This design comes from an exercise in tuning for small area on the open sky130 flow, not from production work.
Function was checked by simulation only, so behaviour that the tests miss may differ from the original.
Power figures rest on the tool's default switching activity, not on a simulated workload.

--- design/flow/config.mk ---
export PLATFORM = sky130hd
export DESIGN_NAME = fixed_block_free_list_allocator
export DESIGN_NICKNAME = fixed_block_free_list_allocator
export VERILOG_FILES = /design/flow/design.v
export SDC_FILE = /design/flow/constraint.sdc
export NUM_CORES = 4
export LEC_CHECK = 0
export CAP_MARGIN = 20
export CORE_MARGIN = 2
export CORE_UTILIZATION = 60
export SLEW_MARGIN = 20
export SYNTH_HIERARCHICAL = 1
export SYNTH_MEMORY_MAX_BITS = 16384
--- design/flow/constraint.sdc ---
create_clock -name core_clock -period 10.0 [get_ports {i_clk}]
set_input_delay 2.0000 -clock core_clock [delete_from_list [all_inputs] [get_ports {i_clk}]]
set_output_delay 2.0000 -clock core_clock [all_outputs]
set_load 0.01 [all_outputs]
--- design/flow/design.v ---
package fbfl_pkg;
    localparam int POOL_BLOCKS = 256;
    localparam int BLOCK_BYTES = 64;
    localparam int POOL_BASE   = 4096;
    localparam int ADDR_W = 32;
    localparam int SIZE_W = 32;
    localparam int ERR_W  = 32;
    localparam int IDX_W  = $clog2(POOL_BLOCKS);
    localparam int CNT_W  = $clog2(POOL_BLOCKS + 1);
    localparam int OFFS_W = $clog2(BLOCK_BYTES);
    localparam int STAT_W = 3;
    localparam logic [STAT_W-1:0] ST_OK        = 3'd0;
    localparam logic [STAT_W-1:0] ST_TOO_LARGE = 3'd1;
    localparam logic [STAT_W-1:0] ST_EMPTY     = 3'd2;
    localparam logic [STAT_W-1:0] ST_FULL      = 3'd3;
    localparam logic [STAT_W-1:0] ST_NULL      = 3'd4;
    localparam logic [STAT_W-1:0] ST_BAD_ADDR  = 3'd5;
    localparam logic KIND_ALLOC = 1'b0;
    localparam logic KIND_FREE  = 1'b1;
endpackage
import fbfl_pkg::*;
module fbfl_dec16n (
    input  logic        i_en,
    input  logic [3:0]  i_idx,
    output logic [15:0] o_sel_n
);
    for (genvar j = 0; j < 16; j++) begin : g_pre
        assign o_sel_n[j] = !(i_en && (i_idx == j));
    end
endmodule
module fbfl_sel (
    input  logic i_lo_n,
    input  logic i_hi_n,
    output logic o_sel
);
    assign o_sel = !(i_lo_n || i_hi_n);
endmodule
module fbfl_dec256 (
    input  logic                   i_en,
    input  logic [IDX_W-1:0]       i_idx,
    output logic [POOL_BLOCKS-1:0] o_sel
);
    logic [15:0] lo_n, hi_n;
    fbfl_dec16n u_lo (.i_en(i_en), .i_idx(i_idx[3:0]), .o_sel_n(lo_n));
    fbfl_dec16n u_hi (.i_en(1'b1), .i_idx(i_idx[7:4]), .o_sel_n(hi_n));
    for (genvar k = 0; k < POOL_BLOCKS; k++) begin : g_sel
        fbfl_sel u_sel (.i_lo_n(lo_n[k % 16]), .i_hi_n(hi_n[k / 16]), .o_sel(o_sel[k]));
    end
endmodule
module fbfl_store (
    input  logic                         i_clk,
    input  logic [POOL_BLOCKS-1:0]       i_we,
    input  logic [IDX_W-1:0]             i_wd,
    output logic [POOL_BLOCKS*IDX_W-1:0] o_q
);
    logic [POOL_BLOCKS*IDX_W-1:0] r_q;
    for (genvar k = 0; k < POOL_BLOCKS; k++) begin : g_slot
        always_ff @(posedge i_clk) begin
            if (i_we[k]) begin
                r_q[k*IDX_W +: IDX_W] <= i_wd;
            end
        end
    end
    assign o_q = r_q;
endmodule
module fbfl_aoi3 (
    input  logic [2:0]         i_sel,
    input  logic [3*IDX_W-1:0] i_d,
    output logic [IDX_W-1:0]   o_n
);
    assign o_n = ~(({IDX_W{i_sel[0]}} & i_d[0 +: IDX_W]) |
                   ({IDX_W{i_sel[1]}} & i_d[IDX_W +: IDX_W]) |
                   ({IDX_W{i_sel[2]}} & i_d[2*IDX_W +: IDX_W]));
endmodule
module fbfl_aoi1 (
    input  logic             i_sel,
    input  logic [IDX_W-1:0] i_d,
    output logic [IDX_W-1:0] o_n
);
    assign o_n = ~({IDX_W{i_sel}} & i_d);
endmodule
module fbfl_any_low #(
    parameter int N = 86
) (
    input  logic [N-1:0] i_n,
    output logic         o_any
);
    assign o_any = ~&i_n;
endmodule
module fbfl_ring (
    input  logic             i_clk,
    input  logic             i_wr_en,
    input  logic [IDX_W-1:0] i_wr_idx,
    input  logic [IDX_W-1:0] i_wr_data,
    input  logic             i_rd_en,
    input  logic [IDX_W-1:0] i_rd_idx,
    output logic [IDX_W-1:0] o_rd_data
);
    localparam int N3 = 85;              
    localparam int NG = N3 + 1;          
    logic [POOL_BLOCKS-1:0]       we, rs;
    logic [POOL_BLOCKS*IDX_W-1:0] q;
    logic [IDX_W-1:0]             grp_n [0:NG-1];
    logic [NG-1:0]                col_n [0:IDX_W-1];
    fbfl_dec256 u_wdec (.i_en(i_wr_en), .i_idx(i_wr_idx), .o_sel(we));
    fbfl_dec256 u_rdec (.i_en(i_rd_en), .i_idx(i_rd_idx), .o_sel(rs));
    fbfl_store u_store (.i_clk(i_clk), .i_we(we), .i_wd(i_wr_data), .o_q(q));
    for (genvar g = 0; g < N3; g++) begin : g_aoi3
        fbfl_aoi3 u_aoi (
            .i_sel (rs[3*g +: 3]),
            .i_d   (q[3*g*IDX_W +: 3*IDX_W]),
            .o_n   (grp_n[g])
        );
    end
    fbfl_aoi1 u_aoi1 (
        .i_sel (rs[3*N3]),
        .i_d   (q[3*N3*IDX_W +: IDX_W]),
        .o_n   (grp_n[N3])
    );
    for (genvar b = 0; b < IDX_W; b++) begin : g_bit
        for (genvar g = 0; g < NG; g++) begin : g_col
            assign col_n[b][g] = grp_n[g][b];
        end
        fbfl_any_low #(.N(NG)) u_or (.i_n(col_n[b]), .o_any(o_rd_data[b]));
    end
endmodule
import fbfl_pkg::*;
module fbfl_ctrl (
    input  logic              i_clk,
    input  logic              i_rst_n,
    input  logic              i_accept,
    input  logic              i_kind,
    input  logic [SIZE_W-1:0] i_request_size,
    input  logic [ADDR_W-1:0] i_free_address,
    output logic              o_ring_wr_en,
    output logic [IDX_W-1:0]  o_ring_wr_idx,
    output logic [IDX_W-1:0]  o_ring_wr_data,
    output logic              o_ring_rd_en,
    output logic [IDX_W-1:0]  o_ring_rd_idx,
    input  logic [IDX_W-1:0]  i_ring_data,
    output logic              o_done,
    output logic [STAT_W-1:0] o_status,
    output logic [ADDR_W-1:0] o_block_address,
    output logic [ERR_W-1:0]  o_error_total,
    output logic [CNT_W-1:0]  o_outstanding_blocks
);
    logic [CNT_W-1:0]  r_head;
    logic [CNT_W-1:0]  r_tail;
    logic              r_wrapped;
    logic [ERR_W-1:0]  r_fail;
    logic              r_done;
    logic [STAT_W-1:0] r_status, n_status;
    logic              r_pop;
    logic [IDX_W-1:0]  r_slot;
    logic              r_stored;
    logic              empty, full;
    logic              too_large, in_pool;
    logic              pop, push, fail;
    logic              stored;
    logic [IDX_W-1:0]  blk;
    assign empty = (r_head == r_tail);
    assign full  = (r_head[IDX_W-1:0] == r_tail[IDX_W-1:0]) && (r_head[IDX_W] != r_tail[IDX_W]);
    assign too_large = (i_request_size > BLOCK_BYTES);
    assign in_pool = (i_free_address[ADDR_W-1:15] == '0) &&
                     (i_free_address[14:12] >= 3'd1) && (i_free_address[14:12] <= 3'd4) &&
                     (i_free_address[OFFS_W-1:0] == '0);
    always_comb begin
        pop  = 1'b0;
        push = 1'b0;
        fail = 1'b0;
        n_status = ST_OK;
        if (i_kind == KIND_ALLOC) begin
            if (too_large) begin
                n_status = ST_TOO_LARGE;
                fail     = 1'b1;
            end else if (empty) begin
                n_status = ST_EMPTY;
                fail     = 1'b1;
            end else begin
                pop = 1'b1;
            end
        end else begin
            if (full) begin
                n_status = ST_FULL;
            end else if (i_free_address == '0) begin
                n_status = ST_NULL;
            end else if (!in_pool) begin
                n_status = ST_BAD_ADDR;
            end else begin
                push = 1'b1;
            end
        end
    end
    assign o_ring_wr_en   = i_accept && push;
    assign o_ring_wr_idx  = r_tail[IDX_W-1:0];
    assign o_ring_wr_data = i_free_address[13:6];
    assign o_ring_rd_en   = stored;
    assign o_ring_rd_idx  = r_slot;
    always_ff @(posedge i_clk) begin
        if (!i_rst_n) begin
            r_head    <= '0;
            r_tail    <= 9'h100;
            r_wrapped <= 1'b0;
            r_fail    <= '0;
            r_done    <= 1'b0;
        end else begin
            r_done <= i_accept;
            if (i_accept && pop) begin
                r_head <= r_head + 1'b1;
            end
            if (i_accept && push) begin
                r_tail <= r_tail + 1'b1;
                if (r_tail[IDX_W-1:0] == '1) begin
                    r_wrapped <= 1'b1;
                end
            end
            if (i_accept && fail) begin
                r_fail <= r_fail + 1'b1;
            end
        end
    end
    always_ff @(posedge i_clk) begin
        r_status <= n_status;
        r_pop    <= (i_kind == KIND_ALLOC) && !too_large && !empty;
        r_slot   <= r_head[IDX_W-1:0];
        r_stored <= r_wrapped || (r_head[IDX_W-1:0] < r_tail[IDX_W-1:0]);
    end
    assign stored = r_stored;
    assign blk    = i_ring_data | (stored ? 8'd0 : (r_slot + 8'd64));
    assign o_done               = r_done;
    assign o_status             = r_status;
    assign o_error_total        = r_fail;
    assign o_block_address      = r_pop ? {17'd0, (blk[7:6] == 2'b00), blk, 6'd0} : '0;
    assign o_outstanding_blocks = (r_head - r_tail) ^ 9'h100;
endmodule
import fbfl_pkg::*;
module fixed_block_free_list_allocator (
    input  logic               i_clk,
    input  logic               i_rst_n,
    input  logic               start,
    output logic               busy,
    input  logic               i_kind,
    input  logic [SIZE_W-1:0]  i_request_size,
    input  logic [ADDR_W-1:0]  i_free_address,
    output logic               o_done,
    output logic [STAT_W-1:0]  o_status,
    output logic [ADDR_W-1:0]  o_block_address,
    output logic [ERR_W-1:0]   o_error_total,
    output logic [CNT_W-1:0]   o_outstanding_blocks
);
    logic             ring_wr_en;
    logic [IDX_W-1:0] ring_wr_idx;
    logic [IDX_W-1:0] ring_wr_data;
    logic             ring_rd_en;
    logic [IDX_W-1:0] ring_rd_idx;
    logic [IDX_W-1:0] ring_data;
    logic             accept;
    assign busy   = ~i_rst_n;
    assign accept = start && !busy;
    fbfl_ring u_ring (
        .i_clk     (i_clk),
        .i_wr_en   (ring_wr_en),
        .i_wr_idx  (ring_wr_idx),
        .i_wr_data (ring_wr_data),
        .i_rd_en   (ring_rd_en),
        .i_rd_idx  (ring_rd_idx),
        .o_rd_data (ring_data)
    );
    fbfl_ctrl u_ctrl (
        .i_clk                (i_clk),
        .i_rst_n              (i_rst_n),
        .i_accept             (accept),
        .i_kind               (i_kind),
        .i_request_size       (i_request_size),
        .i_free_address       (i_free_address),
        .o_ring_wr_en         (ring_wr_en),
        .o_ring_wr_idx        (ring_wr_idx),
        .o_ring_wr_data       (ring_wr_data),
        .o_ring_rd_en         (ring_rd_en),
        .o_ring_rd_idx        (ring_rd_idx),
        .i_ring_data          (ring_data),
        .o_done               (o_done),
        .o_status             (o_status),
        .o_block_address      (o_block_address),
        .o_error_total        (o_error_total),
        .o_outstanding_blocks (o_outstanding_blocks)
    );
endmodule
--- design/flow/flow/run.sh ---
#!/bin/bash
# Own layout flow: the standard ORFS flow, with two changes:
#  - clock tree: no dummy loads, chosen buffer cell and sink clustering
#  - port buffers: the smallest buffer cell rather than the tool's default choice
# Each tool's full output goes to a log file in the folder this runs in.
set -euo pipefail
CTS_SIZE=30; CTS_DIAM=60
CTS="-sink_clustering_enable -repair_clock_nets -dont_use_dummy_load"
CTS="$CTS -buf_list ${CTS_BUF:-sky130_fd_sc_hd__clkbuf_16}"
if [[ -n "${CTS_SIZE:-}" ]]; then
  CTS="$CTS -sink_clustering_size $CTS_SIZE -sink_clustering_max_diameter $CTS_DIAM"
fi
export CTS_ARGS="$CTS"
export BUFFER_PORTS_ARGS="-buffer_cell sky130_fd_sc_hd__buf_1"
bash standard.sh "CTS_ARGS=$CTS_ARGS" "BUFFER_PORTS_ARGS=$BUFFER_PORTS_ARGS" finish > flow_make.log 2>&1
--- design/flow/standard.sh ---
#!/bin/bash
# synth_recipe.tcl (not shown) runs the flow's synth.tcl, then flattens the netlist and writes it again
# the make line also repeats each setting of config.mk as NAME=value (left out here)
make -C /OpenROAD-flow-scripts/flow DESIGN_CONFIG=/design/flow/config.mk WORK_HOME=/design/flow/orfs CLKGATE_MAP_FILE= SYNTH_SCRIPT=/design/flow/synth_recipe.tcl "${@:-finish}"
==> results of run 1 <==
==> registers in the layout, summed over array words and instances, names as in the netlist <==
| signal | count |
|---|---|
| u_ring.u_store.r_q | 2048 |
| u_ctrl.r_fail | 32 |
| u_ctrl.r_head | 9 |
| u_ctrl.r_tail | 9 |
| u_ctrl.r_slot | 8 |
| u_ctrl.r_status | 3 |
| u_ctrl.r_done | 1 |
| u_ctrl.r_pop | 1 |
| u_ctrl.r_stored | 1 |
| u_ctrl.r_wrapped | 1 |
==> critical path, stage by stage (launching register included) <==
cell,delay [ps]
dfxtp_1,490
and3b_1,250
nand2_1,760
nor2_1,410
a222oi_1,690
nand4_1,360
nor4_1,990
nand4_1,500
or4_1,670
nor4b_1,760
buf_1,220
==> synthesized netlist by cell type, drive strengths merged (4+ instances only) <==
library cell	n
a21oi	29
a222oi	680
and2	5
and2b	8
and3	9
and3b	8
buf	45
clkbuf	181
dfxtp	65
edfxtp	2048
ha	11
inv	20
mux2i	21
nand2	118
nand2b	16
nand3	28
nand4	193
nor2	538
nor2b	12
nor3	11
nor3b	5
nor4	54
o21a	15
o21ai	16
o31ai	10
o41ai	4
or2	5
or3	15
or4	29
xnor2	10
==> per-layer routing <==
layer / part of all wire (%) / global-route usage, % / vias to the layer above
met5: 0.034 / 0 / -
met4: 3.8 / 11.6 / 10
met3: 12 / 6.61 / 389
met2: 46 / 49.8 / 3228
met1: 39 / 48.7 / 22754
li1: - / - / 18335
==> worst min path at each step <==
stage / start / endpoint / depth (start not counted)
4_1_cts: u_ctrl.r_wrapped$_SDFFE_PN0P_ / u_ctrl.r_wrapped$_SDFFE_PN0P_ / 1
3_3_place_gp: u_ctrl.r_wrapped$_SDFFE_PN0P_ / u_ctrl.r_wrapped$_SDFFE_PN0P_ / 1
2_1_floorplan: u_ctrl.r_head[6]$_SDFFE_PN0P_ / u_ctrl.r_slot[6]$_DFF_P_ / 0
5_1_grt: u_ctrl.r_fail[31]$_SDFFE_PN0P_ / u_ctrl.r_fail[31]$_SDFFE_PN0P_ / 2
6_report: u_ctrl.r_wrapped$_SDFFE_PN0P_ / u_ctrl.r_wrapped$_SDFFE_PN0P_ / 1
3_5_place_dp: u_ctrl.r_wrapped$_SDFFE_PN0P_ / u_ctrl.r_wrapped$_SDFFE_PN0P_ / 1
==> Yosys stat by module, one instance, submodules excluded, excerpt <==
module	cells inside	flip-flops and latches	copies in the design	area [sq um]
fbfl_aoi1	9	0	1	35.0
fbfl_aoi3	10	0	85	90.1
fbfl_ctrl	477	65	1	3940
fbfl_dec16n	23	0	4	123
fbfl_sel	1	0	512	3.75
fbfl_store	2048	2048	1	61500
fixed_block_free_list_allocator	2	0	1	10.0
==> cells in the final DEF, fill, tap and decap left out, drive strengths merged, types with 8 or more instances in the layout <==
cell type,synthesis,layout
nand4,193,193
nand3,28,28
clkbuf,181,148
a21oi,29,29
ha,11,11
nor2,538,538
o21a,15,15
nor4,54,54
nand2,118,118
and3,9,9
or4,29,29
o31ai,10,10
nor2b,12,12
xnor2,10,10
or3,15,15
nor3,11,11
a222oi,680,680
and3b,8,8
conb,3,31
o21ai,16,16
dfxtp,65,65
inv,20,20
buf,45,170
and2b,8,8
nand2b,16,16
edfxtp,2048,2048
mux2i,21,21
==> cell type report <==
cell class	count	area (sq um)
fill	8842	45000
multi-input combinational	1893	13200
sequential	2113	62800
clock buffer	139	3480
inverter	20	75.1
tap	1662	2080
timing repair buffer	179	955
==> power breakdown <==
part	internal, mW	switching, mW	total (mW)
clock network	2.46	2.65	5.11
logic	0.0183	0.171	0.189
registers	9.69	0.000570	9.69
total	12.2	2.82	15.0
==> kinds of logic (layout without fill, tap and decap cells) <==
| kind of cell | after synthesis | in the layout | share of synthesized area (%) |
|---|---|---|---|
| xor gates and xnor gates | 11 | 11 | 0.125 |
| muxes | 21 | 21 | 0.273 |
| buffers and inverters | 246 | 338 | 1.70 |
| AOI/OAI and AO/OA | 761 | 761 | 9.53 |
| adders and majority gates | 12 | 12 | 0.205 |
| and+or+nand+nor | 1057 | 1057 | 6.60 |
| DFF | 2113 | 2113 | 81.5 |
| other | 3 | 31 | 0.0146 |
==> through the flow <==
step	power [mW]	utilization [%]
final	15.0	64.7
after global routing	15.4	64.7
after CTS	15.0	64.7
after detailed placement	10.1	62.0
after global placement	10.1	62.0
after floorplan	9.98	-
==> impl_metrics.json, run 1 <==
{
  "status": "finished clean",
  "cts_sinks": 2113,
  "postCtsSetupBuffers": 0,
  "dr.pass1.iters": 15,
  "startpoint_type": "register",
  "grt_pass1_vias": 41757,
  "hp-class": "register to register",
  "synth_edf_count": 2048,
  "nets": 4426,
  "clock_skew_ps": 54.9,
  "dp_hpwl_mm": 136,
  "finalInstanceArea_sq_um": 82500,
  "cp-endpoint": "o_block_address[14]",
  "dpl_cell_area_sq_um": 79000,
  "cp_data_required_time_ps": 8000,
  "cts_max_level": 4,
  "period_needed_ps": 8920,
  "yosysWarnings": 12,
  "ir_drop_v": 0.000137,
  "p_per_area_nw_per_um2": 182,
  "worst_pin_slew_ps": 1260,
  "via_count": 44716,
  "ys.flop_type": "edfxtp_1",
  "finalNonFillerCells": 6006,
  "cts_tree": "done",
  "timing.fmax_mhz": 112,
  "antenna_found_initial": 12,
  "worst_r2r_startpoint": "u_ctrl.r_tail[5]$_SDFFE_PN0P_",
  "drtIter0Drc": 9792,
  "hold_viol": 0,
  "leakagePower_nw": 24.5,
  "start_util_pct": 60.4,
  "setup_ws_ps": 1080,
  "grt_start_max_net_pins": 198,
  "cts_hold_buf": 0,
  "cap_violations": 0,
  "fin_tns_setup_ps": 0,
  "cp_max_fo": 16,
  "syn_to_final_growth_pct": 7.17,
  "grt_pass1_wl_mm": 305,
  "gr-total-overflow": 0,
  "drt-total-wl_mm": 218,
  "io_buffers": 122,
  "synth_top_area_share_pct": 79.9,
  "placed_cells": 5867,
  "vias_per_cell": 7.45,
  "cp-end-kind": "primary output",
  "clock_latency_ps": 780,
  "cp.arrival_ps": 6920,
  "fp-row-count": 131,
  "dieArea_sq_um": 131000,
  "ff2ff_path_depth": 10,
  "worst-r2r-setup-slack_ps": 5060,
  "die_h_um": 362,
  "drc": 0,
  "cts_root_buf": "clkbuf_16",
  "relSlewSlack_pct": 15.9,
  "regToRegEndpoint": "u_ring.u_store.r_q[1024]$_DFFE_PP_",
  "syn-mean-instance-area_sq_um": 18.2,
  "ys_types": 57,
  "wl_per_cell_um": 36.3,
  "hold_ws_ps": 460,
  "synth-async-reset-ratio_pct": 0,
  "slew_violations": 0,
  "crit_type": "register to primary output",
  "grt_usage_pct": 33.0,
  "post-place-ws_ps": 2120,
  "numCtsBuffers": 139,
  "cts.repair.resized": 0,
  "core_sq_um": 128000,
  "die_w_um": 362,
  "ant_nets": 0,
  "timing.final.crit_share_pct": 89.2,
  "cp-startpoint": "u_ctrl.r_slot[6]$_DFF_P_",
  "io_pins": 146,
  "yosysSeqAreaShare_pct": 81.5,
  "syn_area_sq_um": 77000,
  "rsz0062_at_grt": "no",
  "cts_buffer_depth": 3,
  "syn_inst": 4224,
  "yosysTopAreaCell": "edfxtp_1",
  "ys_seq_elements": 2113,
  "synth.area.top_cells": "edfxtp_1 (80%), a222oi_1 (8.8%), nor2_1 (2.6%)",
  "diodes": 0,
  "path_clk_slew_ps": 100,
  "drive_gt1_share_pct": 6.12,
  "place_congestion": 0.898,
  "setup_viol": 0
}
==> inputs of run 2 (changes only) <==
--- a/design/flow/flow/run.sh
+++ b/design/flow/flow/run.sh
@@ -6,3 +6,3 @@
 set -euo pipefail
-CTS_SIZE=30; CTS_DIAM=60
+CTS_SIZE=35; CTS_DIAM=70
 CTS="-sink_clustering_enable -repair_clock_nets -dont_use_dummy_load"
==> run 2 against run 1 <==
  * Still clean
  * Combinational power about the same
  * Wire length down 0.25%
  * Sequential power is essentially flat
  * Synthesized area is the same
  * Worst hold slack hardly changed
  * Register-to-register slack better by 130 ps
  * Die area is the same
  * Setup slack worse by 11 ps
==> impl_metrics.json, run 2 <==
{
  "status": "finished clean",
  "ys_types": 57,
  "regToRegEndpoint": "u_ring.u_store.r_q[1026]$_DFFE_PP_",
  "yosys.area_share.simple_pct": 6.60,
  "worst-r2r-setup-slack_ps": 5190,
  "synth-async-reset-ratio_pct": 0,
  "top_register": "u_ring.u_store.r_q",
  "wl_per_cell_um": 36.3,
  "hold_start": "u_ctrl.r_wrapped$_SDFFE_PN0P_",
  "syn_area_sq_um": 77000,
  "fin_tns_setup_ps": 0,
  "dp_hpwl_mm": 136,
  "drt-total-wl_mm": 217,
  "cp.arrival_ps": 6930,
  "power.switching_mw": 2.72,
  "ys.flop_type": "edfxtp_1",
  "postCtsSetupBuffers": 0,
  "fp-row-count": 131,
  "die_h_um": 362,
  "worst_pin_slew_ps": 1230,
  "grt_pass1_vias": 41564,
  "io_buffers": 122,
  "numCtsBuffers": 112,
  "gr-total-overflow": 0,
  "comb_power_share_pct": 1.3,
  "clock_skew_ps": 69.4,
  "ys_top_cells_by_count": "edfxtp_1 (2048), a222oi_1 (680), nor2_1 (538)",
  "synth.mux.area_fraction_pct": 0.273,
  "clock_latency_ps": 780,
  "cts_hold_buf": 0,
  "worst_r2r_startpoint": "u_ctrl.r_tail[5]$_SDFFE_PN0P_",
  "yosysSeqAreaShare_pct": 81.5,
  "timing.fmax_mhz": 112,
  "p_per_area_nw_per_um2": 176,
  "period_needed_ps": 8930,
  "final_common_cell": "edfxtp_1",
  "cts_sinks": 2113,
  "startpoint_type": "register",
  "dr.pass1.iters": 13,
  "timing.final.crit_share_pct": 89.3,
  "synth-compound-area-share_pct": 9.53,
  "synth.area.top_cells": "edfxtp_1 (80%), a222oi_1 (8.8%), nor2_1 (2.6%)",
  "cts_tree": "done",
  "synth_top_family_by_area": "compound AO/OA/AOI/OAI gates",
  "cts_root_buf": "clkbuf_16",
  "drc": 0,
  "leakagePower_nw": 24.2,
  "vias_per_cell": 7.46,
  "ys_seq_elements": 2113,
  "path_clk_slew_ps": 100,
  "yosysMostFrequentCell": "edfxtp_1",
  "finalInstanceArea_sq_um": 81900,
  "cts.repair.resized": 0,
  "reg_top3": "u_ring.u_store.r_q x2048, u_ctrl.r_fail x32",
  "holdPathEnd": "u_ctrl.r_wrapped$_SDFFE_PN0P_",
  "hp-class": "register to register",
  "whs_path_depth": 1,
  "start_util_pct": 60.4,
  "pwr-share-seq_pct": 67.2,
  "synth_top_area_share_pct": 79.9,
  "ant_nets": 0,
  "dpl_cell_area_sq_um": 79000,
  "hold_ws_ps": 460,
  "yosys.area_share.adder_pct": 0.205,
  "ir_drop_v": 0.000163,
  "cap_violations": 0,
  "via_count": 44630,
  "synthXorXnorAreaFrac_pct": 0.125,
  "yosysWarnings": 12,
  "rsz0062_at_grt": "no",
  "grt_pass1_wl_mm": 304,
  "synth_edf_count": 2048,
  "cts_max_level": 3,
  "cp_max_fo": 16,
  "syn-mean-instance-area_sq_um": 18.2,
  "nets": 4400,
  "ff2ff_path_depth": 10,
  "cp-end-kind": "primary output",
  "cp_data_required_time_ps": 8000,
  "drive_gt1_share_pct": 5.53,
  "syn_to_final_growth_pct": 6.30,
  "cts_buffer_depth": 3,
  "grt_usage_pct": 32.8,
  "syn_inst": 4224,
  "die_w_um": 362,
  "hold_viol": 0,
  "io_pins": 146,
  "dieArea_sq_um": 131000,
  "place_congestion": 0.898,
  "crit_type": "register to primary output",
  "fillers": 8919,
  "relSlewSlack_pct": 17.5,
  "grt_start_max_net_pins": 198,
  "antenna_found_initial": 8,
  "p_sw_share_pct": 18.9,
  "yosysTopAreaCell": "edfxtp_1",
  "core_sq_um": 128000,
  "p_clk_share_pct": 31.5,
  "p_int_mw": 11.7,
  "drtIter0Drc": 10244,
  "setup_viol": 0,
  "slew_violations": 0,
  "final_cell_mix": "edfxtp_1 (2048), a222oi_1 (680), nor2_1 (538)",
  "largest_reg_flops": 2048
}
[run 2: cell counts after synthesis]
Identical to the previous run, type by type.
[run 2: per-module statistics from Yosys, one instance, submodules excluded, a selection]
| module | copies in the design | flops+latches |
|---|---|---|
| fixed_block_free_list_allocator | 1 | 0 |
| fbfl_aoi1 | 1 | 0 |
| fbfl_sel | 512 | 0 |
| fbfl_dec256 | 2 | 0 |
| fbfl_aoi3 | 85 | 0 |
| fbfl_dec16n | 4 | 0 |
| fbfl_store | 1 | 2048 |
| fbfl_ctrl | 1 | 65 |
[run 2: logic make-up (layout without fill, tap and decap cells)]
kind of cell	Yosys count	in the layout
buffers and inverters	246	312
and+or+nand+nor	1057	1057
adders and majority gates	12	12
muxes	21	21
other	3	32
xor gates and xnor gates	11	11
AOI/OAI and AO/OA	761	761
DFF	2113	2113
[run 2: final cells by class]
type,count,area [sq um],area share [%]
well taps,1662,2080,2.54
flip-flops and latches,2113,62800,76.7
multi-input cells,1893,13100,16.1
inverters,20,75.1,0.0917
clock buffers,112,2800,3.42
repair buffers,180,960,1.17
diodes,1,2.50,0.00306
[run 2: power groups by stage]
stage                     Combinational, mW  Sequential, mW  Clock [mW]
after floorplan                      0.0878            9.89           0
after global placement                0.189            9.89           0
after detailed placement              0.194            9.89           0
after CTS                             0.192            9.69        4.60
after global routing                  0.206            9.69        4.87
final                                 0.189            9.69        4.53
[run 2: through the flow]
step / power, mW / cells / setup slack [ps] / utilization, %
final: 14.4 / 5981 / 1070 / 64.2
after global routing: 14.8 / 5980 / 1160 / 64.2
after CTS: 14.5 / 5979 / 1300 / 64.2
after detailed placement: 10.1 / 5867 / 2120 / 62.0
after global placement: 10.1 / 5867 / 1860 / 62.0
after floorplan: 9.98 / 4252 / 4860 / -
[run 2: how the worst max path moves through the flow]
stage	start	to	slack, ps	depth (start not counted)
final	u_ctrl.r_slot[6]$_DFF_P_	o_block_address[14]	1070	10
after global routing	u_ctrl.r_slot[6]$_DFF_P_	o_block_address[14]	1160	10
after CTS	u_ctrl.r_slot[6]$_DFF_P_	o_block_address[14]	1300	10
after detailed placement	u_ctrl.r_slot[6]$_DFF_P_	o_block_address[14]	2120	10
after global placement	u_ctrl.r_slot[6]$_DFF_P_	o_block_address[14]	1860	10
after floorplan	u_ctrl.r_slot[7]$_DFF_P_	o_block_address[14]	4860	9
[run 2: critical path: stages, from the launching register on]
cell and delay (ps):
dfxtp_1 500, and3b_1 260, nand2_1 760, nor2_1 410, a222oi_1 670, nand4_1 370
nor4_1 1000, nand4_1 510, or4_1 670, nor4b_1 770, buf_1 220
[run 2: per-layer routing]
metal,track usage (%),wire length (um)
met1,48.7,83800
met5,0,13
met2,49.7,99000
met4,11.4,8870
met3,5.77,25500
==> inputs of run 3 (changes only) <==
--- a/design/flow/config.mk
+++ b/design/flow/config.mk
@@ -9,3 +9,3 @@
 export CORE_MARGIN = 2
-export CORE_UTILIZATION = 60
+export CORE_UTILIZATION = 70
 export SLEW_MARGIN = 20
==> run 3 against run 2 <==
  * Via count rose by 1.1%
  * Final area shrank 0.89%
  * Worst hold slack worse by 19 ps
  * Still clean
  * Setup slack improved by 640 ps
  * Critical endpoint unchanged
==> impl_metrics.json, run 3 <==
{
  "status": "finished clean",
  "crit_path_max_incr_delay_ps": 950,
  "syn_to_final_growth_pct": 5.35,
  "drc": 0,
  "fin_tns_setup_ps": 0,
  "largest_reg_flops": 2048,
  "cts_sinks": 2113,
  "cp.arrival_ps": 6290,
  "antenna_found_initial": 11,
  "p_sw_share_pct": 18.7,
  "path_common_cell": "or4_1",
  "synth-async-reset-ratio_pct": 0,
  "crit_slowest_cell": "nor4b_1",
  "cp_data_required_time_ps": 8000,
  "cts_root_buf": "clkbuf_16",
  "via_count": 45130,
  "cp_max_fo": 16,
  "slew_violations": 0,
  "grt_pass1_vias": 41916,
  "timing.final.crit_share_pct": 82.9,
  "syn_inst": 4224,
  "p_per_area_nw_per_um2": 173,
  "nets": 4384,
  "start_util_pct": 70.7,
  "final_cell_mix": "edfxtp_1 (2048), a222oi_1 (680), nor2_1 (536)",
  "setup_viol": 0,
  "syn_area_sq_um": 77000,
  "holdPathEnd": "u_ctrl.r_slot[6]$_DFF_P_",
  "place_congestion": 0.959,
  "reg_top3": "u_ring.u_store.r_q x2048, u_ctrl.r_fail x32",
  "path_clk_slew_ps": 110,
  "cts.repair.resized": 0,
  "crit_type": "register to primary output",
  "regToRegEndpoint": "u_ring.u_store.r_q[1872]$_DFFE_PP_",
  "synth.area.top_cells": "edfxtp_1 (80%), a222oi_1 (8.8%), nor2_1 (2.6%)",
  "pwr-share-seq_pct": 69.0,
  "ys_top_cells_by_count": "edfxtp_1 (2048), a222oi_1 (680), nor2_1 (538)",
  "die_h_um": 336,
  "crit_chain": "and2b_2 > nand2_1 > nor2_1 > a222oi_1 > nand4_1 > or4_1 > or4_1 > nor4b_1 > buf_1",
  "worst_r2r_startpoint": "u_ctrl.r_tail[5]$_SDFFE_PN0P_",
  "whs_path_depth": 0,
  "drive_gt1_share_pct": 4.93,
  "p_clk_share_pct": 29.7,
  "grt_usage_pct": 37.1,
  "dr.pass1.iters": 14,
  "yosysSeqAreaShare_pct": 81.5,
  "synth_edf_count": 2048,
  "dp_hpwl_mm": 130,
  "startpoint_type": "register",
  "yosysTopAreaCell": "edfxtp_1",
  "worst-r2r-setup-slack_ps": 5290,
  "io_buffers": 122,
  "syn-mean-instance-area_sq_um": 18.2,
  "fp-row-count": 121,
  "finalInstanceArea_sq_um": 81100,
  "core_sq_um": 109000,
  "cts_max_level": 3,
  "clock_latency_ps": 750,
  "cts_hold_buf": 0,
  "ant_nets": 0,
  "yosysMostFrequentCell": "edfxtp_1",
  "grt_start_max_net_pins": 203,
  "ff2ff_path_depth": 10,
  "hold_viol": 0,
  "drt-total-wl_mm": 209,
  "vias_per_cell": 7.89,
  "cts_tree": "done",
  "numCtsBuffers": 96,
  "yosysWarnings": 12,
  "grt_pass1_wl_mm": 296,
  "gr-total-overflow": 0,
  "hold_start": "u_ctrl.r_head[6]$_SDFFE_PN0P_",
  "cts_buffer_depth": 3,
  "fillers": 6311,
  "period_needed_ps": 8290,
  "die_w_um": 336,
  "comb_power_share_pct": 1.3,
  "ys_types": 57,
  "ys.flop_type": "edfxtp_1",
  "clock_skew_ps": 100,
  "dpl_cell_area_sq_um": 78700,
  "drtIter0Drc": 10465,
  "dieArea_sq_um": 113000,
  "leakagePower_nw": 24.0,
  "final_common_cell": "edfxtp_1",
  "power.switching_mw": 2.62,
  "cp-end-kind": "primary output",
  "top_register": "u_ring.u_store.r_q",
  "io_pins": 146,
  "rsz0062_at_grt": "no",
  "worst_pin_slew_ps": 1230,
  "postCtsSetupBuffers": 0,
  "hp-class": "register to register",
  "cap_violations": 0,
  "relSlewSlack_pct": 17.5,
  "timing.fmax_mhz": 121,
  "ys_seq_elements": 2113,
  "wl_per_cell_um": 36.4,
  "ir_drop_v": 0.000167,
  "synth_top_area_share_pct": 79.9,
  "p_int_mw": 11.4
}
[run 3: cell type report]
type,count,area [sq um],area share [%]
inverters,20,75.1,0.0925
flip-flops and latches,2113,62800,77.4
multi-input cells,1893,13100,16.2
repair buffers,180,970,1.20
diodes,7,17.5,0.0216
clock buffers,96,2400,2.96
well taps,1414,1770,2.18
[run 3: cells by family after synthesis]
group | Yosys count | synth area share [%]
mux | 21 | 0.273
flops | 2113 | 81.5
xor+xnor | 11 | 0.125
buf+inv | 246 | 1.70
fa+ha+maj | 12 | 0.205
other cells | 3 | 0.0146
simple gates | 1057 | 6.60
compound gates | 761 | 9.53
[run 3: power by group through the flow]
stage	sequential (mW)	combinational [mW]	clock, mW
after global placement	9.89	0.182	0
final	9.69	0.185	4.17
after CTS	9.69	0.186	4.19
after detailed placement	9.89	0.188	0
after global routing	9.69	0.202	4.45
after floorplan	9.89	0.0878	0
[run 3: critical path: cells and delay by family, from the launching register on]
kind                   cells  cell delay, ps
AO/OA/AOI/OAI              1             660
AND/OR/NAND/NOR            7            4140
buffers and inverters      1             220
flip-flops                 1             520
[run 3: worst max path at each step]
| stage | cells past startpoint | slack (ps) | from | end |
|---|---|---|---|---|
| after floorplan | 9 | 4860 | u_ctrl.r_slot[7]$_DFF_P_ | o_block_address[14] |
| after global placement | 10 | 2520 | u_ctrl.r_slot[6]$_DFF_P_ | o_block_address[14] |
| after detailed placement | 9 | 2680 | u_ctrl.r_slot[7]$_DFF_P_ | o_block_address[14] |
| after CTS | 9 | 1900 | u_ctrl.r_slot[7]$_DFF_P_ | o_block_address[14] |
| after global routing | 12 | 1720 | u_ctrl.r_stored$_DFF_P_ | o_block_address[14] |
| final | 9 | 1710 | u_ctrl.r_slot[7]$_DFF_P_ | o_block_address[14] |
[run 3: metal layers]
metal	wire [um]	track usage, %
met5	83	0
met2	94100	54.9
met3	28400	7.87
met1	75000	54.5
met4	11100	16.7
[run 3: per-stage QoR]
step	std cells	setup slack (ps)	total power [mW]	hold WS [ps]	utilization [%]
after floorplan	4252	4860	9.98	375	-
after global placement	5618	2520	10.1	445	72.1
after detailed placement	5620	2680	10.1	454	72.2
after CTS	5716	1900	14.1	437	74.4
after global routing	5717	1720	14.3	443	74.4
final	5723	1710	14.0	441	74.4
[run 3: per-module statistics from Yosys (local to each module, per instance), excerpt]
module	cell area, sq um	times used
fbfl_ctrl	3940	1
fbfl_aoi1	35.0	1
fbfl_dec256	3.75	2
fbfl_dec16n	123	4
fbfl_aoi3	90.1	85
fbfl_store	61500	1
fixed_block_free_list_allocator	10.0	1
fbfl_sel	3.75	512
==> inputs of run 4 (changes only) <==
--- a/design/flow/config.mk
+++ b/design/flow/config.mk
@@ -9,3 +9,3 @@
 export CORE_MARGIN = 2
-export CORE_UTILIZATION = 70
+export CORE_UTILIZATION = 65
 export SLEW_MARGIN = 20
==> run 4 against run 3 <==
  * Still clean on timing, DRC and antenna
  * Via count is 2.2% lower
  * Combinational power about the same
  * Final cell count grew 2.3%
  * Clock power up 4%
  * Count of clock-buffer cells in the layout is 8 higher
  * Highest routed layer unchanged
  * Power up 1.3%
  * Largest cell class unchanged
  * Critical endpoint unchanged
==> impl_metrics.json, run 4 <==
{
  "rsz0062_at_grt": "no",
  "nets": 4400,
  "final_common_cell": "edfxtp_1",
  "cts_max_level": 3,
  "dr.pass1.iters": 13,
  "antenna_found_initial": 9,
  "startpoint_type": "register",
  "cap_violations": 0,
  "ys_seq_elements": 2113,
  "post-place-ws_ps": 2570,
  "syn_area_sq_um": 77000,
  "dp_hpwl_mm": 129,
  "period_needed_ps": 8630,
  "grt_pass1_vias": 41106,
  "ys_types": 57,
  "gr-total-overflow": 0,
  "hold_ws_ps": 474,
  "postCtsSetupBuffers": 0,
  "wl_per_cell_um": 35.4,
  "relSlewSlack_pct": 19.1,
  "p_sw_share_pct": 18.8,
  "cts.repair.resized": 0,
  "setup_ws_ps": 1370,
  "final_cell_mix": "edfxtp_1 (2048), a222oi_1 (680), nor2_1 (538)",
  "cp-end-kind": "primary output",
  "synth.area.top_cells": "edfxtp_1 (80%), a222oi_1 (8.8%), nor2_1 (2.6%)",
  "drc": 0,
  "ant_nets": 0,
  "cp.arrival_ps": 6630,
  "yosysSeqAreaShare_pct": 81.5,
  "drtIter0Drc": 9483,
  "core_sq_um": 118000,
  "finalInstanceArea_sq_um": 81600,
  "cp_max_fo": 9,
  "fin_tns_setup_ps": 0,
  "grt_pass1_wl_mm": 290,
  "crit_path_max_incr_delay_ps": 850,
  "worst-r2r-setup-slack_ps": 5560,
  "place_congestion": 0.947,
  "synth_edf_count": 2048,
  "power.switching_mw": 2.67,
  "p_per_area_nw_per_um2": 174,
  "timing.fmax_mhz": 116,
  "ys.flop_type": "edfxtp_1",
  "yosysTopAreaCell": "edfxtp_1",
  "crit_chain": "and2b_2 > nand2_1 > buf_4 > nor2_1 > a222oi_1 > nand4_1 > nor4_1 > nand4_1 > or4_1 > nor4b_2 > buf_1",
  "path_clk_slew_ps": 100,
  "fp-row-count": 126,
  "vias_per_cell": 7.53,
  "hold_viol": 0,
  "die_h_um": 348,
  "status": "finished clean",
  "drt-total-wl_mm": 208,
  "timing.final.crit_share_pct": 86.3,
  "grt_usage_pct": 33.7,
  "path_common_cell": "nand4_1",
  "reg_top3": "u_ring.u_store.r_q x2048, u_ctrl.r_fail x32",
  "worst_pin_slew_ps": 1210,
  "worst_r2r_startpoint": "u_ctrl.r_tail[5]$_SDFFE_PN0P_",
  "yosysWarnings": 12,
  "comb_power_share_pct": 1.3,
  "pwr-share-seq_pct": 68.1,
  "ys_top_cells_by_count": "edfxtp_1 (2048), a222oi_1 (680), nor2_1 (538)",
  "syn_inst": 4224,
  "dpl_cell_area_sq_um": 78900,
  "synth-async-reset-ratio_pct": 0,
  "crit_slowest_cell": "nor4_1",
  "via_count": 44117,
  "cts_sinks": 2113,
  "syn_to_final_growth_pct": 5.93,
  "p_clk_share_pct": 30.6,
  "top_register": "u_ring.u_store.r_q",
  "hp-class": "register to register",
  "setup_viol": 0,
  "grt_start_max_net_pins": 182,
  "clock_latency_ps": 780,
  "slew_violations": 0,
  "io_buffers": 122,
  "hold_start": "u_ctrl.r_wrapped$_SDFFE_PN0P_",
  "drive_gt1_share_pct": 5.35,
  "p_int_mw": 11.6,
  "cts_hold_buf": 0,
  "start_util_pct": 65.4,
  "io_pins": 146,
  "cts_tree": "done",
  "leakagePower_nw": 24.1,
  "holdPathEnd": "u_ctrl.r_wrapped$_SDFFE_PN0P_",
  "ir_drop_v": 0.000173,
  "yosysMostFrequentCell": "edfxtp_1",
  "whs_path_depth": 1,
  "clock_skew_ps": 83.6,
  "regToRegEndpoint": "u_ring.u_store.r_q[1556]$_DFFE_PP_",
  "largest_reg_flops": 2048,
  "numCtsBuffers": 104,
  "fin_util_pct": 69.3,
  "synth_top_area_share_pct": 79.9,
  "dieArea_sq_um": 121000,
  "crit_type": "register to primary output",
  "syn-mean-instance-area_sq_um": 18.2,
  "cp_data_required_time_ps": 8000,
  "cts_root_buf": "clkbuf_16",
  "ff2ff_path_depth": 11,
  "cts_buffer_depth": 3,
  "die_w_um": 348
}
==> run 4: how the worst max path moves through the flow <==
| stage | startpoint | endpoint | slack, ps | cells after the start |
|---|---|---|---|---|
| after global placement | u_ctrl.r_slot[6]$_DFF_P_ | o_block_address[10] | 2610 | 10 |
| after floorplan | u_ctrl.r_slot[7]$_DFF_P_ | o_block_address[14] | 4860 | 9 |
| after detailed placement | u_ctrl.r_slot[3]$_DFF_P_ | o_block_address[14] | 2570 | 11 |
| after global routing | u_ctrl.r_slot[3]$_DFF_P_ | o_block_address[14] | 1610 | 11 |
| final | u_ctrl.r_slot[3]$_DFF_P_ | o_block_address[14] | 1370 | 11 |
| after CTS | u_ctrl.r_slot[3]$_DFF_P_ | o_block_address[14] | 1770 | 11 |
==> run 4: per-stage QoR <==
step / cells / total power, mW
2_1_floorplan: 4252 / 9.98
3_3_place_gp: 5747 / 10.1
3_5_place_dp: 5747 / 10.1
4_1_cts: 5851 / 14.3
5_1_grt: 5854 / 14.6
6_report: 5855 / 14.2
==> run 4: final cells by class <==
cell class              instances  area, sq um
flip-flops and latches       2113        62800
fillers                      7550        36200
multi-input cells            1893        13100
clock buffers                 104         2600
well taps                    1536         1920
repair buffers                188         1060
inverters                      20         75.1
diodes                          1         2.50
==> run 4: Yosys stat by module, one instance, submodules excluded, a selection <==
module	flops+latches	cells	cell area, sq um
fbfl_ctrl	65	477	3940
fbfl_aoi1	0	9	35.0
fixed_block_free_list_allocator	0	2	10.0
fbfl_aoi3	0	10	90.1
fbfl_dec256	0	1	3.75
fbfl_sel	0	1	3.75
fbfl_dec16n	0	23	123
fbfl_store	2048	2048	61500
==> run 4: critical path: cells and delay by family (launching register included) <==
family	cells	cell delay, ps
AND/OR/NAND/NOR	8	4110
flip-flops	1	520
AO/OA/AOI/OAI	1	650
buffers and inverters	2	630
==> run 4: power groups by stage <==
stage               clock (mW)  combinational, mW  sequential [mW]
detailed placement           0              0.191             9.89
CTS                       4.40              0.189             9.69
global route              4.69              0.204             9.69
global placement             0              0.184             9.89
finish                    4.35              0.188             9.69
floorplan                    0             0.0878             9.89
==> run 4: cells by family (layout without fill, tap and decap cells) <==
| family | count (synthesis) | after routing | synth area share, % |
|---|---|---|---|
| compound gates | 761 | 761 | 9.53 |
| xor+xnor | 11 | 11 | 0.125 |
| fa+ha+maj | 12 | 12 | 0.205 |
| buf+inv | 246 | 312 | 1.70 |
| flops | 2113 | 2113 | 81.5 |
| mux | 21 | 21 | 0.273 |
| other cells | 3 | 32 | 0.0146 |
| simple gates | 1057 | 1057 | 6.60 |
==> run 4: metal layers <==
layer	share of wire, %	routed length [um]	track usage, %
met5	0.013	27	0
met4	4.5	9410	13.1
met3	12	24900	7.13
met2	46	94600	50.7
met1	38	78600	49.3

-- static timing again, ports no longer ideal --
No port has a modelled driver above. Below, the same layouts with a new extraction and two added sets of constraints. Step 1 assumes that a clkbuf_16 drives the clock port and a buf_2 every other input. Step 2 adds t to the input delays and takes it off the output delays; t is the mean of the earliest and latest rising clock arrival at the registers after step 1. Input paths then give back, and output paths get back, about the clock's delay inside the block. a / b / c = ideal / step 1 / step 2; a / b = the first two.
| run | t, ns | slack for setup (ns) | worst setup path at the end | clock arrival spread, ns | pins driven straight from the clock port |
|---|---|---|---|---|---|
| run 1 | 0.845 | 1.080 / 1.001 / 1.846 | register to output | 0.074 / 0.074 | 1 |
| run 2 | 0.815 | 1.069 / 0.991 / 1.806 | register to output | 0.081 / 0.080 | 1 |
| run 3 | 0.781 | 1.710 / 1.632 / 2.413 | register to output | 0.101 / 0.102 | 1 |
| run 4 | 0.799 | 1.368 / 1.295 / 2.094 | register to output | 0.098 / 0.099 | 1 |
After both steps setup and hold are still met in every run listed.
